Source: an optimization exercise on an open RTL-to-GDS flow (aim: small area, a short achievable clock period and few clock cycles per item). Production flows keep margins and buffers that such runs may drop.
At most, simulation tests tie the RTL to the original design; equivalence was not proved.
Only the layout flow was run in run 4; the RTL was not checked for function there.
Power and IR drop assume default switching activity.

===== flow/design.v =====
package stb_pkg;
  localparam int NUM_TIMERS_DEF = 8;
  localparam int MAX_REPORTS    = 8;
  localparam int ACTION_W = 3;
  localparam int INDEX_W  = 4;
  localparam int TICK_W   = 32;
  localparam int STATUS_W = 3;
  localparam int LO_W = 5;
  localparam logic [ACTION_W-1:0] ACT_TICK    = 3'd0;
  localparam logic [ACTION_W-1:0] ACT_ALLOC   = 3'd1;
  localparam logic [ACTION_W-1:0] ACT_START   = 3'd2;
  localparam logic [ACTION_W-1:0] ACT_STOP    = 3'd3;
  localparam logic [ACTION_W-1:0] ACT_RELEASE = 3'd4;
  localparam logic [ACTION_W-1:0] ACT_SERVICE = 3'd5;
  localparam logic [ACTION_W-1:0] ACT_QUERY   = 3'd6;
  localparam logic [STATUS_W-1:0] ST_DONE      = 3'd0;
  localparam logic [STATUS_W-1:0] ST_FULL      = 3'd1;
  localparam logic [STATUS_W-1:0] ST_BAD_INDEX = 3'd2;
  localparam logic [STATUS_W-1:0] ST_EXPIRY    = 3'd3;
  localparam logic [STATUS_W-1:0] ST_NONE      = 3'd4;
  localparam logic [1:0] K_PLAIN   = 2'd0;   
  localparam logic [1:0] K_QUERY   = 2'd1;   
  localparam logic [1:0] K_SERVICE = 2'd2;   
  function automatic logic [TICK_W-1:0] pp_add(input logic [TICK_W-1:0] a,
                                               input logic [TICK_W-1:0] b,
                                               input logic              cin);
    logic [TICK_W-1:0] p, g, gp, pp;
    p  = a ^ b;
    g  = a & b;
    gp = g;
    pp = p;
    gp[0] = g[0] | (p[0] & cin);
    for (int d = 1; d < TICK_W; d = d * 2) begin
      for (int i = TICK_W - 1; i >= d; i = i - 1) begin
        gp[i] = gp[i] | (pp[i] & gp[i-d]);
        pp[i] = pp[i] & pp[i-d];
      end
    end
    pp_add = p ^ {gp[TICK_W-2:0], cin};
  endfunction
  function automatic logic pp_cout(input logic [TICK_W-1:0] a,
                                   input logic [TICK_W-1:0] b,
                                   input logic              cin);
    logic [TICK_W-1:0] p, g, gp, pp;
    p  = a ^ b;
    g  = a & b;
    gp = g;
    pp = p;
    gp[0] = g[0] | (p[0] & cin);
    for (int d = 1; d < TICK_W; d = d * 2) begin
      for (int i = TICK_W - 1; i >= d; i = i - 1) begin
        gp[i] = gp[i] | (pp[i] & gp[i-d]);
        pp[i] = pp[i] & pp[i-d];
      end
    end
    pp_cout = gp[TICK_W-1];
  endfunction
  function automatic logic [TICK_W-1:0] pp_inc(input logic [TICK_W-1:0] a);
    logic [TICK_W-1:0] c;
    c = a;
    for (int d = 1; d < TICK_W; d = d * 2) begin
      for (int i = TICK_W - 1; i >= d; i = i - 1) c[i] = c[i] & c[i-d];
    end
    pp_inc = a ^ {c[TICK_W-2:0], 1'b1};
  endfunction
  function automatic logic [NUM_TIMERS_DEF-1:0] low_oh(input logic [NUM_TIMERS_DEF-1:0] v);
    logic [NUM_TIMERS_DEF-1:0] seen;
    seen = v;
    for (int d = 1; d < NUM_TIMERS_DEF; d = d * 2) begin
      for (int i = NUM_TIMERS_DEF - 1; i >= d; i = i - 1) seen[i] = seen[i] | seen[i-d];
    end
    low_oh = v & ~{seen[NUM_TIMERS_DEF-2:0], 1'b0};
  endfunction
endpackage
module stb_entry_store #(
  parameter int N    = stb_pkg::NUM_TIMERS_DEF,
  parameter int W    = stb_pkg::TICK_W,
  parameter int LO_W = stb_pkg::LO_W
) (
  input  logic            clk,
  input  logic [N-1:0]    per_we,
  input  logic [W-1:0]    per_wdata,
  input  logic [N-1:0]    dl_we,
  input  logic [W-1:0]    dl_wdata,
  input  logic [N-1:0]    eng_sel,
  output logic [W-1:0]    eng_per,
  input  logic [N-1:0]    q_sel,
  output logic [W-1:0]    q_per,
  input  logic [N-1:0]    d_sel,
  output logic [W-1:0]    d_dl,
  input  logic [LO_W-1:0] cmp_lo,
  output logic [N-1:0]    lo_eq
);
  logic [W-1:0] per_r [N];
  logic [W-1:0] dl_r  [N];
  always_ff @(posedge clk) begin
    for (int i = 0; i < N; i++) begin
      if (per_we[i]) per_r[i] <= per_wdata;
      if (dl_we[i])  dl_r[i]  <= dl_wdata;
    end
  end
  always_comb begin
    eng_per = '0;
    q_per   = '0;
    d_dl    = '0;
    for (int i = 0; i < N; i++) begin
      eng_per = eng_per | (per_r[i] & {W{eng_sel[i]}});
      q_per   = q_per   | (per_r[i] & {W{q_sel[i]}});
      d_dl    = d_dl    | (dl_r[i]  & {W{d_sel[i]}});
      lo_eq[i] = (dl_r[i][LO_W-1:0] == cmp_lo);
    end
  end
endmodule
module software_timer_bank #(
  parameter int NUM_TIMERS = stb_pkg::NUM_TIMERS_DEF
) (
  input  logic                          clk,
  input  logic                          rst,
  input  logic                          in_valid,
  output logic                          in_stall,
  input  logic [stb_pkg::ACTION_W-1:0]  action,
  input  logic [stb_pkg::INDEX_W-1:0]   timer_index,
  input  logic [stb_pkg::TICK_W-1:0]    period,
  input  logic                          periodic,
  output logic                          out_valid,
  input  logic                          out_stall,
  output logic [stb_pkg::STATUS_W-1:0]  status,
  output logic [stb_pkg::INDEX_W-1:0]   result_index,
  output logic [stb_pkg::TICK_W-1:0]    elapsed_ticks,
  output logic                          last
);
  localparam int N     = NUM_TIMERS;
  localparam int IDX_W = (N > 1) ? $clog2(N) : 1;
  localparam int W     = stb_pkg::TICK_W;
  localparam int XW    = stb_pkg::INDEX_W;
  localparam int SW    = stb_pkg::STATUS_W;
  localparam int LW    = stb_pkg::LO_W;
  localparam int HW    = W - LW;
  logic [W-1:0] tick;
  logic [N-1:0] in_use, running, auto_rl, expired;
  logic [N-1:0] pending;    
  logic [N-1:0] dl_zero;    
  logic [N-1:0] per_one;    
  logic [N-1:0] hq, hq1;    
  logic [N-1:0] scan_need;  
  logic         stall_q;
  logic          c0v, c1v;
  logic [1:0]    c0k, c1k;
  logic [SW-1:0] c0st, c1st;
  logic [XW-1:0] c0ix, c1ix;
  logic [N-1:0]  c0m, c1m;
  logic          c0frz;
  logic [N-1:0]  c0q;       
  logic [W-1:0]  el_hold;
  logic          ov;
  logic [SW-1:0] ost;
  logic [XW-1:0] oix;
  logic [W-1:0]  oel;
  logic          olast;
  logic [N-1:0] per_we, dl_we, eng_oh, d_oh;
  logic [W-1:0] eng_per, q_per, d_dl, dl_wdata, tick_inc;
  logic [N-1:0] lo_eq;
  stb_entry_store #(.N(N), .W(W)) u_store (
    .clk       (clk),
    .per_we    (per_we),
    .per_wdata (period),
    .dl_we     (dl_we),
    .dl_wdata  (dl_wdata),
    .eng_sel   (eng_oh),
    .eng_per   (eng_per),
    .q_sel     (c0q),
    .q_per     (q_per),
    .d_sel     (d_oh),
    .d_dl      (d_dl),
    .cmp_lo    (tick_inc[LW-1:0]),
    .lo_eq     (lo_eq)
  );
  logic acc, idx_ok;
  logic [IDX_W-1:0] isl;
  logic [N-1:0] ix_oh;
  logic a_tick, a_alloc, a_start, a_stop, a_release, a_service;
  assign acc    = in_valid && !stall_q;
  assign idx_ok = ({1'b0, timer_index} < (XW+1)'(N));
  assign isl    = timer_index[IDX_W-1:0];
  assign ix_oh  = idx_ok ? (N'(1) << isl) : '0;
  assign a_tick    = acc && (action == stb_pkg::ACT_TICK);
  assign a_alloc   = acc && (action == stb_pkg::ACT_ALLOC);
  assign a_start   = acc && (action == stb_pkg::ACT_START);
  assign a_stop    = acc && (action == stb_pkg::ACT_STOP);
  assign a_release = acc && (action == stb_pkg::ACT_RELEASE);
  assign a_service = acc && (action == stb_pkg::ACT_SERVICE);
  logic [N-1:0]     free_oh;
  logic [IDX_W-1:0] free_idx;
  logic             any_free;
  always_comb begin
    free_oh  = stb_pkg::low_oh(~in_use);
    any_free = |(~in_use);
    free_idx = '0;
    for (int i = 0; i < N; i++) if (free_oh[i]) free_idx |= IDX_W'(i);
  end
  logic [N-1:0] hit;
  logic [N-1:0] eng_q;      
  assign eng_oh   = eng_q;
  assign dl_we    = eng_oh;
  assign dl_wdata = stb_pkg::pp_add(tick, eng_per, 1'b0);
  assign tick_inc = stb_pkg::pp_inc(tick);
  assign hit      = running & ((pending & per_one) | (~pending & lo_eq & hq));
  logic c_add, c_inc, ph_z, ph_1, ph_2, ph_m1, e0, e1, wrap;
  logic [LW-1:0] lo_g, lo_p;
  logic [HW-1:0] ph;
  always_comb begin
    lo_g = tick[LW-1:0] & eng_per[LW-1:0];
    lo_p = tick[LW-1:0] ^ eng_per[LW-1:0];
    for (int d = 1; d < LW; d = d * 2) begin
      for (int i = LW - 1; i >= d; i = i - 1) begin
        lo_g[i] = lo_g[i] | (lo_p[i] & lo_g[i-d]);
        lo_p[i] = lo_p[i] & lo_p[i-d];
      end
    end
  end
  assign c_add  = lo_g[LW-1];
  assign c_inc  = &tick[LW-1:0];
  assign ph     = eng_per[W-1:LW];
  assign ph_z   = (ph == HW'(0));
  assign ph_1   = (ph == HW'(1));
  assign ph_2   = (ph == HW'(2));
  assign ph_m1  = &ph;
  always_comb begin
    if (c_add == c_inc) begin
      e0 = ph_z;  e1 = ph_1;
    end else if (c_add) begin
      e0 = ph_m1; e1 = ph_z;
    end else begin
      e0 = ph_1;  e1 = ph_2;
    end
  end
  assign wrap = &tick_inc[LW-1:0];
  logic          q_busy, scan_v, scan_hit;
  logic [N-1:0]  scan_oh;
  logic [HW-1:0] hi_next1;
  logic          qb_q;      
  logic [N-1:0]  dsel_q;    
  assign q_busy   = qb_q;
  assign scan_oh  = dsel_q;
  assign scan_v   = !qb_q && (scan_need != '0);
  assign d_oh     = dsel_q;
  logic [W-1:0] tick_nx1;
  assign tick_nx1 = stb_pkg::pp_inc({tick_inc[W-1:LW], {LW{1'b1}}});
  assign hi_next1 = tick_nx1[W-1:LW];
  assign scan_hit = (d_dl[W-1:LW] == hi_next1);
  logic             q_zero;
  logic [W-1:0]     el_live;
  assign q_zero  = |(c0q & (dl_zero | pending));
  logic [W-1:0] q_s, q_c, q_ndl;
  logic         q_lt;
  assign q_ndl   = ~d_dl;
  assign q_s     = q_per ^ tick ^ q_ndl;
  assign q_c     = {(q_per[W-2:0] & tick[W-2:0]) | (q_per[W-2:0] & q_ndl[W-2:0]) |
                    (tick[W-2:0] & q_ndl[W-2:0]), 1'b1};
  assign q_lt    = !stb_pkg::pp_cout(tick, q_ndl, 1'b1);
  assign el_live = (!q_zero && q_lt) ? stb_pkg::pp_add(q_s, q_c, 1'b0) : '0;
  logic [1:0]    nk;
  logic [SW-1:0] nst;
  logic [XW-1:0] nix;
  always_comb begin
    nk  = stb_pkg::K_PLAIN;
    nst = stb_pkg::ST_DONE;
    nix = '0;
    case (action)
      stb_pkg::ACT_ALLOC: begin
        if (any_free) nix = XW'(free_idx);
        else          nst = stb_pkg::ST_FULL;
      end
      stb_pkg::ACT_START: begin
        if (!(idx_ok && in_use[isl])) nst = stb_pkg::ST_BAD_INDEX;
      end
      stb_pkg::ACT_STOP, stb_pkg::ACT_RELEASE: begin
        if (!idx_ok) nst = stb_pkg::ST_BAD_INDEX;
      end
      stb_pkg::ACT_SERVICE: begin
        if (|expired) nk  = stb_pkg::K_SERVICE;
        else          nst = stb_pkg::ST_NONE;
      end
      stb_pkg::ACT_QUERY: begin
        if (idx_ok) begin
          nk  = stb_pkg::K_QUERY;
          nix = timer_index;
        end else begin
          nst = stb_pkg::ST_BAD_INDEX;
        end
      end
      default: ;
    endcase
  end
  logic [N-1:0] alloc_oh, start_oh;
  logic [N-1:0] in_use_n, running_n, auto_n, expired_n, pending_n, dl_zero_n, per_one_n;
  assign alloc_oh = a_alloc ? free_oh : '0;
  assign start_oh = a_start ? (ix_oh & in_use) : '0;
  assign per_we   = alloc_oh;
  always_comb begin
    in_use_n  = in_use;
    running_n = running;
    auto_n    = auto_rl;
    expired_n = expired;
    pending_n = pending & ~eng_oh;
    dl_zero_n = dl_zero & ~eng_oh;
    per_one_n = per_one;
    if (a_tick) begin
      expired_n = expired_n | hit;
      pending_n = pending_n | (hit & auto_rl);
    end
    if (a_service) begin
      running_n = running_n & ~(expired & ~auto_rl);
      expired_n = '0;
    end
    if (a_stop) running_n = running_n & ~ix_oh;
    if (a_release) begin
      in_use_n  = in_use_n  & ~ix_oh;
      running_n = running_n & ~ix_oh;
      auto_n    = auto_n    & ~ix_oh;
      expired_n = expired_n & ~ix_oh;
    end
    running_n = running_n | start_oh;
    pending_n = pending_n | start_oh;
    in_use_n  = in_use_n  | alloc_oh;
    running_n = running_n & ~alloc_oh;
    expired_n = expired_n & ~alloc_oh;
    pending_n = pending_n & ~alloc_oh;
    dl_zero_n = dl_zero_n | alloc_oh;
    auto_n    = (auto_n & ~alloc_oh) | (periodic ? alloc_oh : '0);
    per_one_n = (per_one & ~alloc_oh) | ((period == W'(1)) ? alloc_oh : '0);
  end
  logic          move, c0_pop, svc_last;
  logic [N-1:0]  c0_lsb, c0_rest;
  logic [IDX_W-1:0] c0_lsb_idx;
  logic          c0v_n, c1v_n, new_to_c0, c1_to_c0;
  always_comb begin
    c0_lsb  = stb_pkg::low_oh(c0m);
    c0_rest = c0m & ~c0_lsb;
    c0_lsb_idx = '0;
    for (int i = 0; i < N; i++) if (c0_lsb[i]) c0_lsb_idx |= IDX_W'(i);
  end
  assign svc_last  = (c0_rest == '0);
  assign move      = c0v && (!ov || !out_stall);
  assign c0_pop    = move && (c0k != stb_pkg::K_SERVICE || svc_last);
  assign c1_to_c0  = c0_pop && c1v;
  assign new_to_c0 = acc && (!c0v || (c0_pop && !c1v));
  assign c0v_n     = (c0v && !c0_pop) || c1v || acc;
  assign c1v_n     = (c1v && !c0_pop) || (acc && !new_to_c0);
  logic [1:0]   c0k_n;
  logic [N-1:0] c0q_n, scan_need_n;
  logic         c0frz_n, q_busy_n;
  always_comb begin
    if (c1_to_c0) begin
      c0k_n   = c1k;
      c0q_n   = N'(1) << c1ix[IDX_W-1:0];
      c0frz_n = 1'b0;
    end else if (new_to_c0) begin
      c0k_n   = nk;
      c0q_n   = N'(1) << isl;
      c0frz_n = 1'b0;
    end else begin
      c0k_n   = c0k;
      c0q_n   = c0q;
      c0frz_n = c0frz || (acc && c0v && c0k == stb_pkg::K_QUERY);
    end
    q_busy_n = c0v_n && (c0k_n == stb_pkg::K_QUERY) && !c0frz_n;
    for (int i = 0; i < N; i++) begin
      if (a_tick && wrap) scan_need_n[i] = 1'b1;
      else if (eng_oh[i] || (scan_v && scan_oh[i])) scan_need_n[i] = 1'b0;
      else scan_need_n[i] = scan_need[i];
    end
  end
  always_ff @(posedge clk) begin
    if (rst) begin
      tick    <= '0;
      in_use  <= '0;
      running <= '0;
      auto_rl <= '0;
      expired <= '0;
      pending <= '0;
      dl_zero <= '1;
      scan_need <= '0;
      eng_q   <= '0;
      qb_q    <= 1'b0;
      dsel_q  <= '0;
      stall_q <= 1'b0;
      c0v     <= 1'b0;
      c1v     <= 1'b0;
      ov      <= 1'b0;
    end else begin
      if (a_tick) tick <= tick_inc;
      in_use  <= in_use_n;
      running <= running_n;
      auto_rl <= auto_n;
      expired <= expired_n;
      pending <= pending_n;
      dl_zero <= dl_zero_n;
      scan_need <= scan_need_n;
      eng_q     <= stb_pkg::low_oh(pending_n);
      qb_q      <= q_busy_n;
      dsel_q    <= q_busy_n ? c0q_n : stb_pkg::low_oh(scan_need_n);
      stall_q <= (c0v_n && c1v_n) || ((pending_n & ~stb_pkg::low_oh(pending_n)) != '0);
      c0v     <= c0v_n;
      c1v     <= c1v_n;
      if (move)           ov <= 1'b1;
      else if (!out_stall) ov <= 1'b0;
    end
  end
  always_ff @(posedge clk) begin
    per_one <= per_one_n;
    for (int i = 0; i < N; i++) begin
      if (eng_oh[i]) begin
        hq[i]  <= (a_tick && wrap) ? e1 : e0;
        hq1[i] <= e1;
      end else if (scan_v && scan_oh[i]) begin
        if (a_tick && wrap) hq[i] <= scan_hit;
        hq1[i] <= scan_hit;
      end else if (a_tick && wrap) begin
        hq[i] <= hq1[i];
      end
    end
    if (move) begin
      unique case (c0k)
        stb_pkg::K_QUERY: begin
          ost   <= stb_pkg::ST_DONE;
          oix   <= '0;
          oel   <= c0frz ? el_hold : el_live;
          olast <= 1'b1;
        end
        stb_pkg::K_SERVICE: begin
          ost   <= stb_pkg::ST_EXPIRY;
          oix   <= XW'(c0_lsb_idx);
          oel   <= '0;
          olast <= svc_last;
        end
        default: begin
          ost   <= c0st;
          oix   <= c0ix;
          oel   <= '0;
          olast <= 1'b1;
        end
      endcase
    end
    if (c0v && c0k == stb_pkg::K_QUERY && !c0frz) el_hold <= el_live;
    c0k   <= c0k_n;
    c0q   <= c0q_n;
    c0frz <= c0frz_n;
    if (c1_to_c0) begin
      c0st  <= c1st;
      c0ix  <= c1ix;
      c0m   <= c1m;
    end else if (new_to_c0) begin
      c0st  <= nst;
      c0ix  <= nix;
      c0m   <= expired;
    end else if (move) begin
      c0m   <= c0_rest;
    end
    if (acc && !new_to_c0) begin
      c1k  <= nk;
      c1st <= nst;
      c1ix <= nix;
      c1m  <= expired;
    end
  end
  assign in_stall      = stall_q;
  assign out_valid     = ov;
  assign status        = ost;
  assign result_index  = oix;
  assign elapsed_ticks = oel;
  assign last          = olast;
endmodule

===== flow/run.sh =====
#!/bin/bash
# synth_recipe.tcl (not shown) runs the flow's synth.tcl, then flattens the netlist and writes it again
# the make line also repeats each setting of config.mk as NAME=value (left out here)
make -C /OpenROAD-flow-scripts/flow DESIGN_CONFIG=/design/flow/config.mk WORK_HOME=/design/flow/orfs CLKGATE_MAP_FILE= SYNTH_SCRIPT=/design/flow/synth_recipe.tcl finish

===== flow/config.mk =====
export PLATFORM = sky130hd
export DESIGN_NAME = software_timer_bank
export DESIGN_NICKNAME = software_timer_bank
export VERILOG_FILES = /design/flow/design.v
export SDC_FILE = /design/flow/constraint.sdc
export NUM_CORES = 4
export LEC_CHECK = 0
export CAP_MARGIN = 20
export CORE_MARGIN = 2
export CORE_UTILIZATION = 60
export PLACE_DENSITY = 0.7
export SETUP_SLACK_MARGIN = 5
export SLEW_MARGIN = 20

===== flow/constraint.sdc =====
create_clock -name core_clock -period 8.0 [get_ports {clk}]
set_input_delay 1.6000 -clock core_clock [delete_from_list [all_inputs] [get_ports {clk}]]
set_output_delay 1.6000 -clock core_clock [all_outputs]
set_load 0.01 [all_outputs]

==> results of run 1 <==
-- where the power goes --
part | internal, mW | leakage [nW] | switching (mW)
clock network | 1.96 | 1.20 | 1.66
logic | 1.84 | 10.1 | 2.17
registers | 4.33 | 6.84 | 0.0547
-- cells by family after synthesis --
| group | after synthesis | share of synthesized area |
|---|---|---|
| buffers and inverters | 339 | 0.0351 |
| muxes | 39 | 0.0114 |
| other | 1 | 0.000100 |
| adders and majority gates | 134 | 0.0510 |
| and+or+nand+nor | 891 | 0.129 |
| AOI/OAI and AO/OA | 839 | 0.158 |
| xor gates and xnor gates | 175 | 0.0417 |
| DFF | 756 | 0.574 |
-- layer usage --
| metal | vias up | routed length (um) | GRT usage |
|---|---|---|---|
| li1 | 13271 | - | - |
| met1 | 15639 | 48600 | 0.539 |
| met2 | 2663 | 64000 | 0.661 |
| met3 | 754 | 19800 | 0.125 |
| met4 | 8 | 13100 | 0.316 |
| met5 | - | 53 | 0.00232 |
-- registers in the layout, summed over array words and instances (netlist names), 32 cells and up --
register,count
el_hold,32
tick,32
oel,32
u_store.per_r,256
u_store.dl_r,256
-- synth_stat cells (80+ instances only) --
master,instances
sky130_fd_sc_hd__xnor2_1,124
sky130_fd_sc_hd__dfxtp_1,119
sky130_fd_sc_hd__inv_1,167
sky130_fd_sc_hd__o21ai_0,81
sky130_fd_sc_hd__nand2_1,176
sky130_fd_sc_hd__edfxtp_1,637
sky130_fd_sc_hd__nand3_1,80
sky130_fd_sc_hd__a21oi_1,126
sky130_fd_sc_hd__a22oi_1,387
sky130_fd_sc_hd__clkbuf_1,126
sky130_fd_sc_hd__ha_1,99
sky130_fd_sc_hd__nand4_1,112
sky130_fd_sc_hd__nor2_1,181
-- critical path, cell delays in order, from the launching register on --
cell and delay, ns:
sky130_fd_sc_hd__dfxtp_4 0.38, sky130_fd_sc_hd__buf_12 0.16, sky130_fd_sc_hd__a22oi_1 0.22, sky130_fd_sc_hd__nand4_1 0.36, sky130_fd_sc_hd__ha_4 0.41, sky130_fd_sc_hd__inv_1 0.05, sky130_fd_sc_hd__o21ai_4 0.17, sky130_fd_sc_hd__a2111oi_4 0.12
sky130_fd_sc_hd__or4b_4 0.55, sky130_fd_sc_hd__a2111oi_4 0.47, sky130_fd_sc_hd__o21ai_2 0.15, sky130_fd_sc_hd__o31ai_4 0.27, sky130_fd_sc_hd__o21a_1 0.23, sky130_fd_sc_hd__o21a_1 0.15, sky130_fd_sc_hd__nor2_2 0.05, sky130_fd_sc_hd__xnor2_2 0.14
sky130_fd_sc_hd__buf_6 0.14
-- how the worst max path moves through the flow --
stage	from	to	slack (ns)	cells after the start
final	eng_q[1]	u_store.dl_r[0][28]	3.72	16
after global routing	eng_q[0]	u_store.dl_r[5][29]	3.66	14
after CTS	tick[0]	hq1[4]	3.99	16
after detailed placement	out_stall	dsel_q[4]	2.35	10
after global placement	out_stall	dsel_q[4]	2.51	10
after floorplan	action[1]	stall_q	3.63	9
-- layout make-up --
type,count,share of cell area
Clock buffer,94,0.0399
Clock inverter,52,0.00970
Inverter,168,0.0127
Multi-Input combinational cell,2083,0.358
Sequential cell,756,0.430
Tap cell,837,0.0208
Timing Repair Buffer,573,0.129
Timing Repair inverter,2,0.000248
-- repair_timing --
action / in CTS / in global routing
buffers inserted: 329 / 82
gates resized for setup: 633 / 211
endpoints found under the setup margin: 815 / 371
pin swaps: 201 / 141
gates cloned: 36 / 4
==> results.sh, run 1 <==
export IMPL_grt_first_pass_wirelength_um=204000
export IMPL_post_synth_num_cell_types=102
export IMPL_period_needed_ns=4.28
export IMPL_standby_leakage_power_nw=18.1
export IMPL_placement_cell_area_mm2=0.0399
export IMPL_postSynthRegisterBits=756
export IMPL_postSynth_topFlopCell="sky130_fd_sc_hd__edfxtp_1"
export IMPL_drt_pre_antenna_iters=8
export IMPL_chip_height_um=254
export IMPL_synth_area_per_cell_um2=11.8
export IMPL_fill_cells=3351
export IMPL_worstSetupPathType="reg -> reg"
export IMPL_grt_start_max_net_pins=66
export IMPL_synth_top_area_cell="sky130_fd_sc_hd__edfxtp_1"
export IMPL_crit_arrival_ns=4.67
export IMPL_setup_slack_after_layout_ns=3.72
export IMPL_whs_endpoint="dl_zero[7]"
export IMPL_design_power_total_mw=12.0
export IMPL_multiInputGateArea_mm2=0.0181
export IMPL_antenna_violating_nets_post_route=0
export IMPL_worst_setup_path_start_kind="flop"
export IMPL_antennaDiodeCount=0
export IMPL_report_final_hold_viol_count=0
export IMPL_seq_area_frac_synth=0.574
export IMPL_timing_final_max_slew_violations=0
export IMPL_total_routed_length_um=145000
export IMPL_tritoncts_clock_tree="built"
export IMPL_ff2ff_path_depth=16
export IMPL_grt_usage=0.437
export IMPL_gpl_final_weighted_congestion=0.940
export IMPL_critical_path_reg2reg_endpoint="u_store.dl_r[0][28]"
export IMPL_fin_cells=4565
export IMPL_core_area_mm2=0.0617
export IMPL_ys_async_sr_fraction=0
export IMPL_cts_inserted_buffers=78
export IMPL_result_of_the_run="timing/DRC/antenna clean"
export IMPL_ctsHoldBuffers=0
export IMPL_row_count=91
export IMPL_global_route_overflow_total=0
export IMPL_via_count_of_the_first_global_routing_pass=31533
export IMPL_worst_hold_path_type="reg -> reg"
export IMPL_nets=3837
export IMPL_slew_headroom=0.342
export IMPL_layout_cells_most_common_list="sky130_fd_sc_hd__edfxtp_1, sky130_fd_sc_hd__a22oi_1, sky130_fd_sc_hd__buf_4, sky130_fd_sc_hd__nand2_1, sky130_fd_sc_hd__inv_1"
export IMPL_buffer_ports_inserted=84
export IMPL_synth_net_count=3349
export IMPL_num_io_pins=86
export IMPL_antenna_found_initial=4
export IMPL_detailedPlace_worstSlack_ns=2.35
export IMPL_place_hpwl_um=77000
export IMPL_routed_length_per_placed_instance_um=31.9
export IMPL_clock_insertion_delay_worst_skew_ns=0.65
export IMPL_synth_top_cells_by_area="sky130_fd_sc_hd__edfxtp_1, sky130_fd_sc_hd__a22oi_1, sky130_fd_sc_hd__dfxtp_1"
export IMPL_synth_area_mm2=0.0375
export IMPL_setup_viol_count_final=0
export IMPL_synthDominantCellAreaShare=0.511
export IMPL_cts_max_path_buffers=3
export IMPL_layout_cells_most_common="sky130_fd_sc_hd__edfxtp_1"
export IMPL_remaining_drc_errors=0
export IMPL_fin_util=0.817
export IMPL_end_kind="flop"
export IMPL_required_ns=8.40
export IMPL_initial_utilization=0.607
export IMPL_yosys_warnings=4
export IMPL_hold_path_depth=2
export IMPL_die_w_um=254
export IMPL_tns_ns=0
export IMPL_tightest_slew_ns=0.985
export IMPL_min_from="dl_zero[7]"
export IMPL_final_period_utilization=0.535
export IMPL_final_area_mm2=0.0504
export IMPL_dp_cells=3968
export IMPL_avgViaCountPerCell=7.08
export IMPL_clkSinkCount=756
export IMPL_area_delta_synth_final_pct=34.7
export IMPL_clockRootBuffer="sky130_fd_sc_hd__clkbuf_16"
export IMPL_vdd_ir_drop_max_mv=0.251
export IMPL_drv_cap=0
export IMPL_drt_initial_drc_count=4857
export IMPL_synthCells=3174
export IMPL_fmaxAchievable_ghz=0.234
export IMPL_htreeDepth=3
export IMPL_register_area_mm2=0.0217
export IMPL_worst_r2r_setup_slack_ns=3.72
export IMPL_grt_setup_unrepaired="yes"
export IMPL_powerDensity_mw_per_mm2=238
export IMPL_cp_max_fo=8
export IMPL_clk_pin_slew_worst_paths_ns=0.06
export IMPL_clock_skew_final_ns=0.0302
export IMPL_synth_edff_count=637
export IMPL_worst_hold_slack_ns=0.466
export IMPL_die_area_mm2=0.0644
export IMPL_drive_gt1_frac=0.319
export IMPL_worstReg2RegStart="eng_q[1]"
export IMPL_vias=32335
Testbench counts, summed over its fixed seeds: cycles 12,893, items 12,000.
==> run 2: changes to the inputs <==
--- a/flow/config.mk
+++ b/flow/config.mk
@@ -7,7 +7,7 @@
 export LEC_CHECK = 0
 export CAP_MARGIN = 20
 export CORE_MARGIN = 2
-export CORE_UTILIZATION = 60
-export PLACE_DENSITY = 0.7
+export CORE_UTILIZATION = 40
+export PLACE_DENSITY = 0.6
 export SETUP_SLACK_MARGIN = 5
 export SLEW_MARGIN = 20
==> run 2 against run 1 <==
Worst setup slack improved by 0.076 ns. Cell area rose by 1.3%. Largest cell class unchanged. Via count decreased by 3.1%. Clock power rose by 6.6%.
==> results.sh, run 2 <==
export IMPL_result_of_the_run="timing/DRC/antenna clean"
export IMPL_setup_slack_after_layout_ns=3.80
export IMPL_antenna_found_initial=5
export IMPL_synth_top_cells_by_area="sky130_fd_sc_hd__edfxtp_1, sky130_fd_sc_hd__a22oi_1, sky130_fd_sc_hd__dfxtp_1"
export IMPL_postSynthRegisterBits=756
export IMPL_yosys_warnings=4
export IMPL_power_switching_share=0.318
export IMPL_ff2ff_path_depth=20
export IMPL_drv_cap=0
export IMPL_cp_max_fo=8
export IMPL_die_area_mm2=0.0961
export IMPL_tritoncts_clock_tree="built"
export IMPL_vias=31317
export IMPL_slowest_stage="sky130_fd_sc_hd__or3_4"
export IMPL_worst_r2r_setup_slack_ns=3.80
export IMPL_htreeDepth=3
export IMPL_worst_setup_path_start_kind="flop"
export IMPL_hold_path_depth=2
export IMPL_crit_family="compound AO/OA/AOI/OAI gates"
export IMPL_biggestRegsByFlops="u_store.dl_r (256), u_store.per_r (256)"
export IMPL_worstSetupPathType="reg -> reg"
export IMPL_seq_area_frac_synth=0.574
export IMPL_setup_viol_count_final=0
export IMPL_total_routed_length_um=146000
export IMPL_placement_cell_area_mm2=0.0405
export IMPL_clk_pin_slew_worst_paths_ns=0.06
export IMPL_synth_area_mm2=0.0375
export IMPL_period_needed_ns=4.20
export IMPL_timing_final_max_slew_violations=0
export IMPL_whs_endpoint="dl_zero[7]"
export IMPL_internal_pwr_total_mw=8.29
export IMPL_synthDominantCellAreaShare=0.511
export IMPL_final_period_utilization=0.525
export IMPL_synth_net_count=3349
export IMPL_synth_edff_count=637
export IMPL_grt_setup_unrepaired="yes"
export IMPL_power_share_of_the_sequential_group=0.361
export IMPL_cts_max_path_buffers=3
export IMPL_die_w_um=310
export IMPL_standby_leakage_power_nw=18.2
export IMPL_row_count=112
export IMPL_powerDensity_mw_per_mm2=238
export IMPL_required_ns=8.39
export IMPL_worstReg2RegStart="eng_q[4]"
export IMPL_synth_top_cells_by_count="sky130_fd_sc_hd__edfxtp_1, sky130_fd_sc_hd__a22oi_1, sky130_fd_sc_hd__nor2_1, sky130_fd_sc_hd__nand2_1, sky130_fd_sc_hd__inv_1"
export IMPL_worst_hold_path_type="reg -> reg"
export IMPL_clock_skew_final_ns=0.0432
export IMPL_critPathBufInv=6
export IMPL_synthCells=3174
export IMPL_clockRootBuffer="sky130_fd_sc_hd__clkbuf_16"
export IMPL_grt_start_max_net_pins=67
export IMPL_antenna_violating_nets_post_route=0
export IMPL_vdd_ir_drop_max_mv=0.188
export IMPL_area_delta_synth_final_pct=36.5
export IMPL_grt_first_pass_wirelength_um=201000
export IMPL_buffer_ports_inserted=84
export IMPL_cts_inserted_buffers=83
export IMPL_slew_headroom=0.341
export IMPL_fin_util=0.549
export IMPL_detailedPlace_worstSlack_ns=2.93
export IMPL_chip_height_um=310
export IMPL_min_from="dl_zero[7]"
export IMPL_drt_pre_antenna_iters=6
export IMPL_final_area_mm2=0.0511
export IMPL_fmaxAchievable_ghz=0.238
export IMPL_drt_initial_drc_count=4074
export IMPL_worst_path_most_repeated_cell="sky130_fd_sc_hd__buf_6"
export IMPL_initial_utilization=0.403
export IMPL_report_final_hold_viol_count=0
export IMPL_crit_arrival_ns=4.59
export IMPL_tns_ns=0
export IMPL_end_kind="flop"
export IMPL_synth_top_area_cell="sky130_fd_sc_hd__edfxtp_1"
export IMPL_fin_cells=4990
export IMPL_total_switching_power_mw=3.87
export IMPL_layout_cells_most_common_list="sky130_fd_sc_hd__edfxtp_1, sky130_fd_sc_hd__a22oi_1, sky130_fd_sc_hd__buf_4, sky130_fd_sc_hd__nand2_1, sky130_fd_sc_hd__inv_1"
export IMPL_ys_async_sr_fraction=0
export IMPL_nets=3838
export IMPL_tightest_slew_ns=0.987
export IMPL_place_hpwl_um=79900
export IMPL_postSynth_topFlopCell="sky130_fd_sc_hd__edfxtp_1"
export IMPL_fill_cells=7637
export IMPL_dp_cells=4389
export IMPL_core_area_mm2=0.0930
export IMPL_critical_path_reg2reg_endpoint="u_store.dl_r[1][23]"
export IMPL_routed_length_per_placed_instance_um=29.2
export IMPL_power_combinational_fraction=0.322
export IMPL_post_synth_num_cell_types=102
export IMPL_crit_path_cell_trace="buf_12 -> buf_8 -> a22oi_2 -> nand4_1 -> buf_6 -> ha_4 -> a211o_1 -> or3_4 -> o32ai_4 -> a31oi_2 -> a221oi_2 -> buf_4 -> o21ai_4 -> buf_6 -> buf_6 -> o21a_1 -> nor2_4 -> o21bai_1 -> a21oi_2 -> xnor2_4"
export IMPL_ctsHoldBuffers=0
export IMPL_yosysMostFrequentCell="sky130_fd_sc_hd__edfxtp_1"
export IMPL_clock_insertion_delay_worst_skew_ns=0.69
export IMPL_remaining_drc_errors=0
export IMPL_via_count_of_the_first_global_routing_pass=29814
export IMPL_layout_cells_most_common="sky130_fd_sc_hd__edfxtp_1"
export IMPL_drive_gt1_frac=0.322
export IMPL_num_io_pins=86
export IMPL_global_route_overflow_total=0
export IMPL_avgViaCountPerCell=6.28
export IMPL_grt_usage=0.286
export IMPL_synth_area_per_cell_um2=11.8
export IMPL_clkSinkCount=756
export IMPL_max_stage_delay_ns=0.39
export IMPL_clock_power_share=0.317
export IMPL_gpl_final_weighted_congestion=0.968
## run 2: repair_timing
item	CTS	global route
setup buffers	305	102
setup endpoints to repair	775	431
pin swaps	224	162
resized for setup	586	256
gates cloned	25	11
## run 2: worst max-delay path by stage
stage	startpoint	to	slack (ns)	cells past startpoint
3_3_place_gp	in_valid	dsel_q[4]	2.99	10
3_5_place_dp	in_valid	stall_q	2.93	10
5_1_grt	eng_q[4]	u_store.dl_r[1][23]	3.73	20
4_1_cts	eng_q[0]	u_store.dl_r[0][30]	3.87	14
6_report	eng_q[4]	u_store.dl_r[1][23]	3.80	20
2_1_floorplan	action[1]	stall_q	3.63	9
## run 2: layer usage
metal,global-route usage,routed length [um],vias up
li1,-,-,13278
met1,0.372,55500,15488
met2,0.443,64500,2039
met3,0.0700,16200,506
met4,0.150,9710,6
met5,0,46,-
## run 2: worst reg2reg max path: stages, from the launching register on
cell                       delay [ns]
sky130_fd_sc_hd__dfxtp_4         0.37
sky130_fd_sc_hd__buf_12          0.15
sky130_fd_sc_hd__buf_8           0.13
sky130_fd_sc_hd__a22oi_2         0.18
sky130_fd_sc_hd__nand4_1         0.12
sky130_fd_sc_hd__buf_6           0.16
sky130_fd_sc_hd__ha_4            0.16
sky130_fd_sc_hd__a211o_1         0.33
sky130_fd_sc_hd__or3_4           0.39
sky130_fd_sc_hd__o32ai_4         0.16
sky130_fd_sc_hd__a31oi_2         0.08
sky130_fd_sc_hd__a221oi_2        0.30
sky130_fd_sc_hd__buf_4           0.20
sky130_fd_sc_hd__o21ai_4         0.09
sky130_fd_sc_hd__buf_6           0.14
sky130_fd_sc_hd__buf_6           0.10
sky130_fd_sc_hd__o21a_1          0.19
sky130_fd_sc_hd__nor2_4          0.15
sky130_fd_sc_hd__o21bai_1        0.10
sky130_fd_sc_hd__a21oi_2         0.26
sky130_fd_sc_hd__xnor2_4         0.15
## run 2: power by group through the flow
stage	clock network (mW)	registers, mW	logic [mW]
after detailed placement	0	4.47	2.49
after global routing	4.03	4.39	4.13
after floorplan	0	4.45	1.75
final	3.86	4.39	3.92
after global placement	0	4.47	2.48
after CTS	3.87	4.38	3.31
## run 2: area by class of cell
type                    count  area, um2  share of cell area
diodes                      2       5.00           0.0000979
clock buffers             116       2370              0.0464
clock inverters            40        370             0.00725
inverters                 168        641              0.0125
multi-input cells        2087      18300               0.357
flip-flops and latches    756      21700               0.424
well taps                1254       1570              0.0307
repair buffers            567       6210               0.122
## run 2: metrics by stage
stage,hold WS (ns),power (mW)
final,0.443,12.2
after CTS,0.440,11.6
after floorplan,0.419,6.20
after detailed placement,0.429,6.96
after global routing,0.477,12.6
after global placement,0.429,6.95
## run 2: cells by family (layout without fill, tap and decap cells)
family	count (synthesis)	after routing	share of synthesized area
muxes	39	39	0.0114
adders and majority gates	134	134	0.0510
other	1	3	0.000100
buffers and inverters	339	891	0.0351
AOI/OAI and AO/OA	839	840	0.158
xor gates and xnor gates	175	175	0.0417
and+or+nand+nor	891	898	0.129
DFF	756	756	0.574
==> run 3: changes to the inputs <==
--- a/flow/config.mk
+++ b/flow/config.mk
@@ -11,3 +11,4 @@
 export PLACE_DENSITY = 0.6
 export SETUP_SLACK_MARGIN = 5
 export SLEW_MARGIN = 20
+export TNS_END_PERCENT = 0
==> run 3 against run 2 <==
Still clean on timing, DRC and antenna. Critical path depth decreased by 6. Cell area decreased by 13%. Combinational power decreased by about 30%. Power decreased by 12%. Worst setup slack improved by 0.079 ns. Largest cell class unchanged.
==> results.sh, run 3 <==
export IMPL_antenna_found_initial=1
export IMPL_postSynthRegisterBits=756
export IMPL_ys_async_sr_fraction=0
export IMPL_powerDensity_mw_per_mm2=242
export IMPL_seq_area_frac_synth=0.574
export IMPL_synth_top_cells_by_area="sky130_fd_sc_hd__edfxtp_1, sky130_fd_sc_hd__a22oi_1, sky130_fd_sc_hd__dfxtp_1"
export IMPL_place_hpwl_um=77200
export IMPL_timing_final_max_slew_violations=0
export IMPL_critical_path_reg2reg_endpoint="u_store.dl_r[6][30]"
export IMPL_register_area_mm2=0.0216
export IMPL_yosysMostFrequentCell="sky130_fd_sc_hd__edfxtp_1"
export IMPL_final_period_utilization=0.515
export IMPL_grt_usage=0.250
export IMPL_synthDominantCellAreaShare=0.511
export IMPL_clock_skew_final_ns=0.0301
export IMPL_routed_length_per_placed_instance_um=26.1
export IMPL_biggestRegsByFlops="u_store.dl_r (256), u_store.per_r (256)"
export IMPL_avgViaCountPerCell=6.06
export IMPL_cp_max_fo=9
export IMPL_slew_headroom=0.255
export IMPL_layout_cells_most_common_list="sky130_fd_sc_hd__edfxtp_1, sky130_fd_sc_hd__a22oi_1, sky130_fd_sc_hd__nor2_1, sky130_fd_sc_hd__nand2_1, sky130_fd_sc_hd__inv_1"
export IMPL_report_final_hold_viol_count=0
export IMPL_drv_cap=0
export IMPL_ctsHoldBuffers=0
export IMPL_die_area_mm2=0.0961
export IMPL_grt_setup_unrepaired="yes"
export IMPL_clockRootBuffer="sky130_fd_sc_hd__clkbuf_16"
export IMPL_gpl_final_weighted_congestion=0.971
export IMPL_max_stage_delay_ns=0.56
export IMPL_drt_pre_antenna_iters=6
export IMPL_setup_viol_count_final=0
export IMPL_synth_edff_count=637
export IMPL_required_ns=8.38
export IMPL_design_power_total_mw=10.8
export IMPL_grt_start_max_net_pins=57
export IMPL_worst_hold_slack_ns=0.455
export IMPL_chip_height_um=310
export IMPL_multiInputGateArea_mm2=0.0155
export IMPL_worst_hold_path_type="reg -> reg"
export IMPL_cts_max_path_buffers=3
export IMPL_vdd_ir_drop_max_mv=0.166
export IMPL_global_route_overflow_total=0
export IMPL_cts_inserted_buffers=81
export IMPL_fill_cells=8365
export IMPL_worst_path_most_repeated_cell="sky130_fd_sc_hd__buf_12"
export IMPL_critPathBufInv=3
export IMPL_clock_insertion_delay_worst_skew_ns=0.64
export IMPL_min_from="dl_zero[3]"
export IMPL_antennaDiodeCount=0
export IMPL_tns_ns=0
export IMPL_dp_cells=4392
export IMPL_period_needed_ns=4.12
export IMPL_postSynth_topFlopCell="sky130_fd_sc_hd__edfxtp_1"
export IMPL_antenna_violating_nets_post_route=0
export IMPL_crit_arrival_ns=4.50
export IMPL_worstSetupPathType="reg -> reg"
export IMPL_synth_net_count=3349
export IMPL_vias=28100
export IMPL_area_delta_synth_final_pct=18.5
export IMPL_num_io_pins=86
export IMPL_synthCells=3174
export IMPL_ff2ff_path_depth=14
export IMPL_clk_pin_slew_worst_paths_ns=0.06
export IMPL_layout_cells_most_common="sky130_fd_sc_hd__edfxtp_1"
export IMPL_via_count_of_the_first_global_routing_pass=27355
export IMPL_hold_path_depth=2
export IMPL_synth_top_area_cell="sky130_fd_sc_hd__edfxtp_1"
export IMPL_clkSinkCount=756
export IMPL_fmaxAchievable_ghz=0.243
export IMPL_synth_area_mm2=0.0375
export IMPL_standby_leakage_power_nw=15.2
export IMPL_crit_family="compound AO/OA/AOI/OAI gates"
export IMPL_grt_first_pass_wirelength_um=178000
export IMPL_nets=3498
export IMPL_post_synth_num_cell_types=102
export IMPL_initial_utilization=0.403
export IMPL_drt_initial_drc_count=3334
export IMPL_tritoncts_clock_tree="built"
export IMPL_worst_setup_path_start_kind="flop"
export IMPL_result_of_the_run="timing/DRC/antenna clean"
export IMPL_whs_endpoint="dl_zero[3]"
export IMPL_end_kind="flop"
export IMPL_worst_r2r_setup_slack_ns=3.88
export IMPL_total_routed_length_um=121000
export IMPL_synth_area_per_cell_um2=11.8
export IMPL_row_count=112
export IMPL_tightest_slew_ns=1.11
export IMPL_remaining_drc_errors=0
export IMPL_die_w_um=310
export IMPL_fin_cells=4638
export IMPL_core_area_mm2=0.0930
export IMPL_drive_gt1_frac=0.142
export IMPL_slowest_stage="sky130_fd_sc_hd__or4b_4"
export IMPL_htreeDepth=3
export IMPL_crit_path_cell_trace="buf_12 -> buf_12 -> a22oi_1 -> nand4_1 -> ha_1 -> o21ai_0 -> or4b_4 -> a2111oi_4 -> o21ai_2 -> o31ai_4 -> o21a_1 -> a41oi_2 -> xnor2_2 -> buf_4"
export IMPL_worstReg2RegStart="eng_q[1]"
export IMPL_buffer_ports_inserted=84
export IMPL_synth_top_cells_by_count="sky130_fd_sc_hd__edfxtp_1, sky130_fd_sc_hd__a22oi_1, sky130_fd_sc_hd__nor2_1, sky130_fd_sc_hd__nand2_1, sky130_fd_sc_hd__inv_1"
export IMPL_yosys_warnings=4
==> run 3: cell count changes in the layout (fill, tap and decap cells not counted), sizes merged, moves of 4 or more <==
cell	change
clkbuf	-15
clkdlybuf4s50	+50
nand3	-5
bufbuf	-9
dlygate4sd2	-44
buf	-318
inv	-4
==> run 3: timing repair <==
item,CTS,global route
setup buffers,96,0
gates resized for setup,217,17
pin swaps,90,9
gates cloned,5,0
hold endpoints to repair,0,0
endpoints found under the setup margin,761,759
==> run 3: worst max-delay path by stage <==
stage	end	slack [ns]	cells after the start	start
after floorplan	stall_q	3.63	9	action[1]
after global placement	dsel_q[4]	2.03	10	out_stall
after detailed placement	dsel_q[4]	1.98	10	out_stall
after CTS	oel[31]	3.97	19	dsel_q[2]
after global routing	oel[28]	3.73	19	dsel_q[2]
final	u_store.dl_r[6][30]	3.88	14	eng_q[1]
==> run 3: worst register-to-register path, stage by stage (launching register included) <==
cell	delay (ns)
sky130_fd_sc_hd__dfxtp_4	0.39
sky130_fd_sc_hd__buf_12	0.16
sky130_fd_sc_hd__buf_12	0.15
sky130_fd_sc_hd__a22oi_1	0.18
sky130_fd_sc_hd__nand4_1	0.28
sky130_fd_sc_hd__ha_1	0.45
sky130_fd_sc_hd__o21ai_0	0.12
sky130_fd_sc_hd__or4b_4	0.56
sky130_fd_sc_hd__a2111oi_4	0.43
sky130_fd_sc_hd__o21ai_2	0.16
sky130_fd_sc_hd__o31ai_4	0.31
sky130_fd_sc_hd__o21a_1	0.23
sky130_fd_sc_hd__a41oi_2	0.14
sky130_fd_sc_hd__xnor2_2	0.17
sky130_fd_sc_hd__buf_4	0.15
==> run 3: power by group <==
| part | switching [mW] | total [mW] | internal (mW) |
|---|---|---|---|
| Clock | 1.56 | 3.63 | 2.07 |
| Combinational | 1.61 | 2.74 | 1.14 |
| Sequential | 0.0516 | 4.39 | 4.34 |
==> run 3: stage by stage <==
stage	setup WS, ns	cell area (um2)	util
after global routing	3.73	44400	0.477
after floorplan	3.63	37800	-
after CTS	3.97	44300	0.476
after detailed placement	1.98	39800	0.428
final	3.88	44400	0.477
after global placement	2.03	39800	0.428
==> run 3: layout make-up <==
class,count,area share
multi-input cells,2079,0.350
well taps,1254,0.0353
clock buffers,108,0.0505
inverters,168,0.0143
flip-flops and latches,756,0.486
clock inverters,36,0.00665
repair buffers,237,0.0568
==> run 3: metal layers <==
metal | vias to the layer above | wire [um] | global-route usage
met5 | - | 0 | 0
met4 | 0 | 4120 | 0.0880
met3 | 254 | 9980 | 0.0392
met2 | 1377 | 55500 | 0.403
met1 | 13936 | 51300 | 0.343
li1 | 12533 | - | -
==> run 3: cells by family (layout without fill, tap and decap cells) <==
kind of cell	count (synthesis)	in the layout	synth area share
buffers and inverters	339	549	0.0351
multiplexers	39	39	0.0114
flip-flops	756	756	0.574
AO/OA/AOI/OAI	839	839	0.158
adder cells (fa/ha/maj)	134	134	0.0510
XOR/XNOR	175	175	0.0417
other	1	1	0.000100
AND/OR/NAND/NOR	891	891	0.129
==> run 4: changes to the inputs <==
--- a/flow/design.v
+++ b/flow/design.v
@@ -30,10 +30,12 @@
     gp = g;
     pp = p;
     gp[0] = g[0] | (p[0] & cin);
-    for (int d = 1; d < TICK_W; d = d * 2) begin
-      for (int i = TICK_W - 1; i >= d; i = i - 1) begin
-        gp[i] = gp[i] | (pp[i] & gp[i-d]);
-        pp[i] = pp[i] & pp[i-d];
+    for (int l = 0; (1 << l) < TICK_W; l = l + 1) begin
+      for (int i = 0; i < TICK_W; i = i + 1) begin
+        if ((i >> l) & 1) begin
+          gp[i] = gp[i] | (pp[i] & gp[((i >> l) << l) - 1]);
+          pp[i] = pp[i] & pp[((i >> l) << l) - 1];
+        end
       end
     end
     pp_add = p ^ {gp[TICK_W-2:0], cin};
@@ -144,41 +146,26 @@
   logic [N-1:0] hq, hq1;    
   logic [N-1:0] scan_need;  
   logic         stall_q;
+  logic [N-1:0] eng_oh;     
+  logic [W-1:0] eng_per;
+  logic [W-1:0] qa_per, qa_dl;
+  logic         qa_zero;
   logic          c0v, c1v;
   logic [1:0]    c0k, c1k;
   logic [SW-1:0] c0st, c1st;
   logic [XW-1:0] c0ix, c1ix;
   logic [N-1:0]  c0m, c1m;
   logic          c0frz;
-  logic [N-1:0]  c0q;       
   logic [W-1:0]  el_hold;
   logic          ov;
   logic [SW-1:0] ost;
   logic [XW-1:0] oix;
   logic [W-1:0]  oel;
   logic          olast;
-  logic [N-1:0] per_we, dl_we, eng_oh, d_oh;
-  logic [W-1:0] eng_per, q_per, d_dl, dl_wdata, tick_inc;
-  logic [N-1:0] lo_eq;
-  stb_entry_store #(.N(N), .W(W)) u_store (
-    .clk       (clk),
-    .per_we    (per_we),
-    .per_wdata (period),
-    .dl_we     (dl_we),
-    .dl_wdata  (dl_wdata),
-    .eng_sel   (eng_oh),
-    .eng_per   (eng_per),
-    .q_sel     (c0q),
-    .q_per     (q_per),
-    .d_sel     (d_oh),
-    .d_dl      (d_dl),
-    .cmp_lo    (tick_inc[LW-1:0]),
-    .lo_eq     (lo_eq)
-  );
   logic acc, idx_ok;
   logic [IDX_W-1:0] isl;
   logic [N-1:0] ix_oh;
-  logic a_tick, a_alloc, a_start, a_stop, a_release, a_service;
+  logic a_tick, a_alloc, a_start, a_stop, a_release, a_service, a_query;
   assign acc    = in_valid && !stall_q;
   assign idx_ok = ({1'b0, timer_index} < (XW+1)'(N));
   assign isl    = timer_index[IDX_W-1:0];
@@ -189,6 +176,7 @@
   assign a_stop    = acc && (action == stb_pkg::ACT_STOP);
   assign a_release = acc && (action == stb_pkg::ACT_RELEASE);
   assign a_service = acc && (action == stb_pkg::ACT_SERVICE);
+  assign a_query   = acc && (action == stb_pkg::ACT_QUERY);
   logic [N-1:0]     free_oh;
   logic [IDX_W-1:0] free_idx;
   logic             any_free;
@@ -198,10 +186,26 @@
     free_idx = '0;
     for (int i = 0; i < N; i++) if (free_oh[i]) free_idx |= IDX_W'(i);
   end
+  logic [N-1:0] per_we, eng_sel_n, d_sel, scan_oh;
+  logic [W-1:0] eng_per_rd, q_per_rd, d_dl, dl_wdata, tick_inc;
+  logic [N-1:0] lo_eq;
+  logic         scan_v;
+  stb_entry_store #(.N(N), .W(W)) u_store (
+    .clk       (clk),
+    .per_we    (per_we),
+    .per_wdata (period),
+    .dl_we     (eng_oh),
+    .dl_wdata  (dl_wdata),
+    .eng_sel   (eng_sel_n),
+    .eng_per   (eng_per_rd),
+    .q_sel     (ix_oh),
+    .q_per     (q_per_rd),
+    .d_sel     (d_sel),
+    .d_dl      (d_dl),
+    .cmp_lo    (tick_inc[LW-1:0]),
+    .lo_eq     (lo_eq)
+  );
   logic [N-1:0] hit;
-  logic [N-1:0] eng_q;      
-  assign eng_oh   = eng_q;
-  assign dl_we    = eng_oh;
   assign dl_wdata = stb_pkg::pp_add(tick, eng_per, 1'b0);
   assign tick_inc = stb_pkg::pp_inc(tick);
   assign hit      = running & ((pending & per_one) | (~pending & lo_eq & hq));
@@ -235,30 +239,23 @@
     end
   end
   assign wrap = &tick_inc[LW-1:0];
-  logic          q_busy, scan_v, scan_hit;
-  logic [N-1:0]  scan_oh;
+  logic          scan_hit;
   logic [HW-1:0] hi_next1;
-  logic          qb_q;      
-  logic [N-1:0]  dsel_q;    
-  assign q_busy   = qb_q;
-  assign scan_oh  = dsel_q;
-  assign scan_v   = !qb_q && (scan_need != '0);
-  assign d_oh     = dsel_q;
-  logic [W-1:0] tick_nx1;
+  logic [W-1:0]  tick_nx1;
+  assign scan_oh  = stb_pkg::low_oh(scan_need);
+  assign scan_v   = !a_query && (scan_need != '0);
+  assign d_sel    = a_query ? ix_oh : scan_oh;
   assign tick_nx1 = stb_pkg::pp_inc({tick_inc[W-1:LW], {LW{1'b1}}});
   assign hi_next1 = tick_nx1[W-1:LW];
   assign scan_hit = (d_dl[W-1:LW] == hi_next1);
-  logic             q_zero;
-  logic [W-1:0]     el_live;
-  assign q_zero  = |(c0q & (dl_zero | pending));
-  logic [W-1:0] q_s, q_c, q_ndl;
+  logic [W-1:0] el_live, q_s, q_c, q_ndl;
   logic         q_lt;
-  assign q_ndl   = ~d_dl;
-  assign q_s     = q_per ^ tick ^ q_ndl;
-  assign q_c     = {(q_per[W-2:0] & tick[W-2:0]) | (q_per[W-2:0] & q_ndl[W-2:0]) |
+  assign q_ndl   = ~qa_dl;
+  assign q_s     = qa_per ^ tick ^ q_ndl;
+  assign q_c     = {(qa_per[W-2:0] & tick[W-2:0]) | (qa_per[W-2:0] & q_ndl[W-2:0]) |
                     (tick[W-2:0] & q_ndl[W-2:0]), 1'b1};
   assign q_lt    = !stb_pkg::pp_cout(tick, q_ndl, 1'b1);
-  assign el_live = (!q_zero && q_lt) ? stb_pkg::pp_add(q_s, q_c, 1'b0) : '0;
+  assign el_live = (!qa_zero && q_lt) ? stb_pkg::pp_add(q_s, q_c, 1'b0) : '0;
   logic [1:0]    nk;
   logic [SW-1:0] nst;
   logic [XW-1:0] nix;
@@ -282,18 +279,15 @@
         else          nst = stb_pkg::ST_NONE;
       end
       stb_pkg::ACT_QUERY: begin
-        if (idx_ok) begin
-          nk  = stb_pkg::K_QUERY;
-          nix = timer_index;
-        end else begin
-          nst = stb_pkg::ST_BAD_INDEX;
-        end
+        if (idx_ok) nk  = stb_pkg::K_QUERY;
+        else        nst = stb_pkg::ST_BAD_INDEX;
       end
       default: ;
     endcase
   end
   logic [N-1:0] alloc_oh, start_oh;
   logic [N-1:0] in_use_n, running_n, auto_n, expired_n, pending_n, dl_zero_n, per_one_n;
+  logic [N-1:0] hq_n, hq1_n, scan_need_n;
   assign alloc_oh = a_alloc ? free_oh : '0;
   assign start_oh = a_start ? (ix_oh & in_use) : '0;
   assign per_we   = alloc_oh;
@@ -329,7 +323,25 @@
     dl_zero_n = dl_zero_n | alloc_oh;
     auto_n    = (auto_n & ~alloc_oh) | (periodic ? alloc_oh : '0);
     per_one_n = (per_one & ~alloc_oh) | ((period == W'(1)) ? alloc_oh : '0);
+    for (int i = 0; i < N; i++) begin
+      hq_n[i]        = hq[i];
+      hq1_n[i]       = hq1[i];
+      scan_need_n[i] = scan_need[i];
+      if (eng_oh[i]) begin
+        hq_n[i]        = (a_tick && wrap) ? e1 : e0;
+        hq1_n[i]       = e1;
+        scan_need_n[i] = a_tick && wrap;
+      end else if (scan_v && scan_oh[i]) begin
+        hq_n[i]        = (a_tick && wrap) ? scan_hit : hq[i];
+        hq1_n[i]       = scan_hit;
+        scan_need_n[i] = a_tick && wrap;
+      end else if (a_tick && wrap) begin
+        hq_n[i]        = hq1[i];
+        scan_need_n[i] = 1'b1;
+      end
+    end
   end
+  assign eng_sel_n = stb_pkg::low_oh(pending_n);
   logic          move, c0_pop, svc_last;
   logic [N-1:0]  c0_lsb, c0_rest;
   logic [IDX_W-1:0] c0_lsb_idx;
@@ -347,78 +359,47 @@
   assign new_to_c0 = acc && (!c0v || (c0_pop && !c1v));
   assign c0v_n     = (c0v && !c0_pop) || c1v || acc;
   assign c1v_n     = (c1v && !c0_pop) || (acc && !new_to_c0);
-  logic [1:0]   c0k_n;
-  logic [N-1:0] c0q_n, scan_need_n;
-  logic         c0frz_n, q_busy_n;
-  always_comb begin
-    if (c1_to_c0) begin
-      c0k_n   = c1k;
-      c0q_n   = N'(1) << c1ix[IDX_W-1:0];
-      c0frz_n = 1'b0;
-    end else if (new_to_c0) begin
-      c0k_n   = nk;
-      c0q_n   = N'(1) << isl;
-      c0frz_n = 1'b0;
-    end else begin
-      c0k_n   = c0k;
-      c0q_n   = c0q;
-      c0frz_n = c0frz || (acc && c0v && c0k == stb_pkg::K_QUERY);
-    end
-    q_busy_n = c0v_n && (c0k_n == stb_pkg::K_QUERY) && !c0frz_n;
-    for (int i = 0; i < N; i++) begin
-      if (a_tick && wrap) scan_need_n[i] = 1'b1;
-      else if (eng_oh[i] || (scan_v && scan_oh[i])) scan_need_n[i] = 1'b0;
-      else scan_need_n[i] = scan_need[i];
-    end
-  end
   always_ff @(posedge clk) begin
     if (rst) begin
-      tick    <= '0;
-      in_use  <= '0;
-      running <= '0;
-      auto_rl <= '0;
-      expired <= '0;
-      pending <= '0;
-      dl_zero <= '1;
+      tick      <= '0;
+      in_use    <= '0;
+      running   <= '0;
+      auto_rl   <= '0;
+      expired   <= '0;
+      pending   <= '0;
+      dl_zero   <= '1;
       scan_need <= '0;
-      eng_q   <= '0;
-      qb_q    <= 1'b0;
-      dsel_q  <= '0;
-      stall_q <= 1'b0;
-      c0v     <= 1'b0;
-      c1v     <= 1'b0;
-      ov      <= 1'b0;
+      eng_oh    <= '0;
+      stall_q   <= 1'b0;
+      c0v       <= 1'b0;
+      c1v       <= 1'b0;
+      ov        <= 1'b0;
     end else begin
       if (a_tick) tick <= tick_inc;
-      in_use  <= in_use_n;
-      running <= running_n;
-      auto_rl <= auto_n;
-      expired <= expired_n;
-      pending <= pending_n;
-      dl_zero <= dl_zero_n;
+      in_use    <= in_use_n;
+      running   <= running_n;
+      auto_rl   <= auto_n;
+      expired   <= expired_n;
+      pending   <= pending_n;
+      dl_zero   <= dl_zero_n;
       scan_need <= scan_need_n;
-      eng_q     <= stb_pkg::low_oh(pending_n);
-      qb_q      <= q_busy_n;
-      dsel_q    <= q_busy_n ? c0q_n : stb_pkg::low_oh(scan_need_n);
-      stall_q <= (c0v_n && c1v_n) || ((pending_n & ~stb_pkg::low_oh(pending_n)) != '0);
-      c0v     <= c0v_n;
-      c1v     <= c1v_n;
-      if (move)           ov <= 1'b1;
+      eng_oh    <= eng_sel_n;
+      stall_q   <= (c0v_n && c1v_n) || ((pending_n & ~eng_sel_n) != '0);
+      c0v       <= c0v_n;
+      c1v       <= c1v_n;
+      if (move)            ov <= 1'b1;
       else if (!out_stall) ov <= 1'b0;
     end
   end
   always_ff @(posedge clk) begin
     per_one <= per_one_n;
-    for (int i = 0; i < N; i++) begin
-      if (eng_oh[i]) begin
-        hq[i]  <= (a_tick && wrap) ? e1 : e0;
-        hq1[i] <= e1;
-      end else if (scan_v && scan_oh[i]) begin
-        if (a_tick && wrap) hq[i] <= scan_hit;
-        hq1[i] <= scan_hit;
-      end else if (a_tick && wrap) begin
-        hq[i] <= hq1[i];
-      end
+    hq      <= hq_n;
+    hq1     <= hq1_n;
+    eng_per <= eng_per_rd;
+    if (a_query) begin
+      qa_per  <= q_per_rd;
+      qa_dl   <= d_dl;
+      qa_zero <= |(ix_oh & (dl_zero | pending));
     end
     if (move) begin
       unique case (c0k)
@@ -443,19 +424,21 @@
       endcase
     end
     if (c0v && c0k == stb_pkg::K_QUERY && !c0frz) el_hold <= el_live;
-    c0k   <= c0k_n;
-    c0q   <= c0q_n;
-    c0frz <= c0frz_n;
     if (c1_to_c0) begin
+      c0k   <= c1k;
       c0st  <= c1st;
       c0ix  <= c1ix;
       c0m   <= c1m;
+      c0frz <= 1'b0;
     end else if (new_to_c0) begin
+      c0k   <= nk;
       c0st  <= nst;
       c0ix  <= nix;
       c0m   <= expired;
-    end else if (move) begin
-      c0m   <= c0_rest;
+      c0frz <= 1'b0;
+    end else begin
+      if (move) c0m <= c0_rest;
+      if (acc && c0v && c0k == stb_pkg::K_QUERY) c0frz <= 1'b1;
     end
     if (acc && !new_to_c0) begin
       c1k  <= nk;
==> run 4 against run 3 <==
Non-clock buffer count decreased by 13. Synthesized area increased by 6.4%. Sequential cell count increased by 80. Highest routed layer is now met5.
==> results.sh, run 4 <==
export IMPL_postSynth_topFlopCell="sky130_fd_sc_hd__edfxtp_1"
export IMPL_crit_arrival_ns=4.89
export IMPL_area_delta_synth_final_pct=17.5
export IMPL_antenna_violating_nets_post_route=0
export IMPL_nets=3638
export IMPL_cts_inserted_buffers=88
export IMPL_remaining_drc_errors=0
export IMPL_grt_start_max_net_pins=69
export IMPL_clock_skew_final_ns=0.0372
export IMPL_cts_max_path_buffers=3
export IMPL_post_synth_num_cell_types=96
export IMPL_timing_final_max_slew_violations=0
export IMPL_synthDominantCellAreaShare=0.530
export IMPL_yosysMostFrequentCell="sky130_fd_sc_hd__edfxtp_1"
export IMPL_grt_first_pass_wirelength_um=189000
export IMPL_via_count_of_the_first_global_routing_pass=27877
export IMPL_total_routed_length_um=132000
export IMPL_chip_height_um=320
export IMPL_max_stage_delay_ns=0.54
export IMPL_place_hpwl_um=85200
export IMPL_result_of_the_run="timing/DRC/antenna clean"
export IMPL_worst_setup_path_start_kind="primary input"
export IMPL_synth_area_mm2=0.0399
export IMPL_gpl_final_weighted_congestion=0.958
export IMPL_postSynthRegisterBits=836
export IMPL_critPathBufInv=5
export IMPL_crit_family="simple AND/OR/NAND/NOR gates"
export IMPL_critical_path_reg2reg_endpoint="hq1[5]"
export IMPL_standby_leakage_power_nw=16.9
export IMPL_drive_gt1_frac=0.128
export IMPL_yosys_warnings=4
export IMPL_setup_viol_count_final=0
export IMPL_seq_area_frac_synth=0.597
export IMPL_drt_pre_antenna_iters=6
export IMPL_buffer_ports_inserted=84
export IMPL_slowest_stage="sky130_fd_sc_hd__or4_4"
export IMPL_min_from="dl_zero[0]"
export IMPL_end_kind="flop"
export IMPL_avgViaCountPerCell=6.07
export IMPL_tns_ns=0
export IMPL_die_area_mm2=0.102
export IMPL_whs_endpoint="dl_zero[0]"
export IMPL_gr_max_usage_layer="met2"
export IMPL_synthCells=3303
export IMPL_grtUsageMet2=0.393
export IMPL_synth_top_cells_by_count="sky130_fd_sc_hd__edfxtp_1, sky130_fd_sc_hd__inv_1, sky130_fd_sc_hd__nor2_1, sky130_fd_sc_hd__nand2_1, sky130_fd_sc_hd__o21ai_0"
export IMPL_powerDensity_mw_per_mm2=200
export IMPL_num_io_pins=86
export IMPL_layout_cells_most_common="sky130_fd_sc_hd__edfxtp_1"
export IMPL_drv_cap=0
export IMPL_drt_initial_drc_count=3743
export IMPL_vias=29260
export IMPL_clock_insertion_delay_worst_skew_ns=0.67
export IMPL_biggestRegsByFlops="u_store.dl_r (256), u_store.per_r (256)"
export IMPL_core_area_mm2=0.0986
export IMPL_worst_r2r_setup_slack_ns=3.76
export IMPL_synth_top_area_cell="sky130_fd_sc_hd__edfxtp_1"
export IMPL_required_ns=8.60
export IMPL_met1_usage=0.344
export IMPL_cp_max_fo=14
export IMPL_clkSinkCount=836
export IMPL_htreeDepth=3
export IMPL_die_w_um=320
export IMPL_globalRouteMet3Util=0.0396
export IMPL_clockRootBuffer="sky130_fd_sc_hd__clkbuf_16"
export IMPL_period_needed_ns=4.28
export IMPL_fmaxAchievable_ghz=0.233
export IMPL_vdd_ir_drop_max_mv=0.146
export IMPL_worst_hold_path_type="reg -> reg"
export IMPL_final_period_utilization=0.535
export IMPL_crit_path_cell_trace="buf_4 -> nor4b_4 -> bufbuf_16 -> and3_4 -> a221o_1 -> nor2b_4 -> or4_4 -> or3_4 -> or3_4 -> nor2_4 -> buf_6 -> buf_12 -> buf_16 -> a221o_1"
export IMPL_worstSetupPathType="in -> reg"
export IMPL_synth_area_per_cell_um2=12.1
export IMPL_tightest_slew_ns=1.15
export IMPL_initial_utilization=0.404
export IMPL_routed_length_per_placed_instance_um=27.3
export IMPL_design_power_total_mw=9.36
export IMPL_worstReg2RegStart="tick[0]"
export IMPL_ys_async_sr_fraction=0
export IMPL_row_count=115
export IMPL_grt_setup_unrepaired="yes"
export IMPL_ff2ff_path_depth=17
export IMPL_antenna_found_initial=7
export IMPL_slew_headroom=0.232
export IMPL_synth_top_cells_by_area="sky130_fd_sc_hd__edfxtp_1, sky130_fd_sc_hd__dfxtp_1, sky130_fd_sc_hd__ha_1"
export IMPL_synth_edff_count=704
export IMPL_synth_net_count=3485
export IMPL_hold_path_depth=2
export IMPL_global_route_overflow_total=0
export IMPL_grt_usage=0.252
export IMPL_report_final_hold_viol_count=0
export IMPL_layout_cells_most_common_list="sky130_fd_sc_hd__edfxtp_1, sky130_fd_sc_hd__inv_1, sky130_fd_sc_hd__nor2_1, sky130_fd_sc_hd__nand2_1, sky130_fd_sc_hd__o21ai_0"
export IMPL_clk_pin_slew_worst_paths_ns=0.06
export IMPL_tritoncts_clock_tree="built"
==> run 4: cell count changes in the layout (fill, tap and decap cells not counted), sizes merged, moves of 22 or more <==
cell and change:
a22oi -257, and4 -22, o21ai +103, a22o +49
nand4 -36, inv +48, nand3 +36, a221oi +25
a221o +98, edfxtp +67
==> run 4: area by class of cell <==
| cell class | instances | area, um2 |
|---|---|---|
| clock buffer | 124 | 2430 |
| clock inverter | 40 | 439 |
| sequential | 836 | 23800 |
| timing repair buffer | 224 | 2270 |
| multi-input combinational | 2087 | 15400 |
| fill | 8715 | 51700 |
| tap | 1287 | 1610 |
| inverter | 219 | 830 |
| antenna | 2 | 5.00 |
==> run 4: report_power, final <==
| group | internal [mW] | leakage (nW) | switching [mW] | total (mW) |
|---|---|---|---|---|
| Sequential | 4.76 | 7.53 | 0.0302 | 4.79 |
| Combinational | 0.173 | 7.95 | 0.284 | 0.458 |
| Clock | 2.36 | 1.38 | 1.76 | 4.11 |
| Total | 7.29 | 16.9 | 2.07 | 9.36 |
==> run 4: layer usage <==
metal / vias to the layer above / routed length, um
met5: - / 55
met4: 8 / 6550
met3: 296 / 12000
met2: 1582 / 59200
met1: 14501 / 54000
li1: 12873 / -
==> run 4: logic make-up (layout without fill, tap and decap cells) <==
family,after synthesis,count (layout),synth area share
other cells,1,3,0.0000941
compound gates,806,807,0.143
buf+inv,387,607,0.0385
flops,836,836,0.597
simple gates,923,929,0.120
fa+ha+maj,141,141,0.0518
mux,34,34,0.00882
xor+xnor,175,175,0.0403
==> run 4: worst min-delay path: cells and delay by family (launching register included) <==
| family | cells | cell delay [ns] |
|---|---|---|
| AOI/OAI and AO/OA | 1 | 0.06 |
| buffers and inverters | 1 | 0.04 |
| DFF | 1 | 0.30 |
==> run 4: worst max path at each step <==
stage / from / to / cells past startpoint
CTS: in_valid / eng_per[29] / 15
finish: timer_index[0] / eng_per[8] / 14
global route: timer_index[1] / eng_per[8] / 15
floorplan: action[1] / eng_per[10] / 11
global placement: action[1] / hq1[2] / 12
detailed placement: action[1] / hq1[1] / 12
==> run 4: timing repair <==
action / 4_1_cts / 5_1_grt
cloned: 10 / 4
pin swaps: 40 / 33
hold endpoints to repair: 0 / 0
gates resized for setup: 195 / 58
setup endpoints to repair: 915 / 773
buffers inserted: 58 / 17
hold buffers: 0 / 0
==> run 4: through the flow <==
step | cells | hold WS [ns] | instance area (um2) | utilization | setup WS (ns)
4_1_cts | 4795 | 0.454 | 46400 | 0.471 | 3.80
2_1_floorplan | 3303 | 0.427 | 39900 | - | 2.62
6_report | 4819 | 0.453 | 46800 | 0.475 | 3.72
3_3_place_gp | 4563 | 0.436 | 42300 | 0.429 | 1.31
3_5_place_dp | 4563 | 0.444 | 42300 | 0.429 | 1.13
5_1_grt | 4817 | 0.470 | 46800 | 0.475 | 3.63

Check on run 4: ideal ports give 3.717 ns setup slack; a clkbuf_16 on the clock port and buf_2 on the inputs give 3.642 ns; moving port delays by the midpoint clock arrival (0.720 ns) as well gives 2.922 ns.
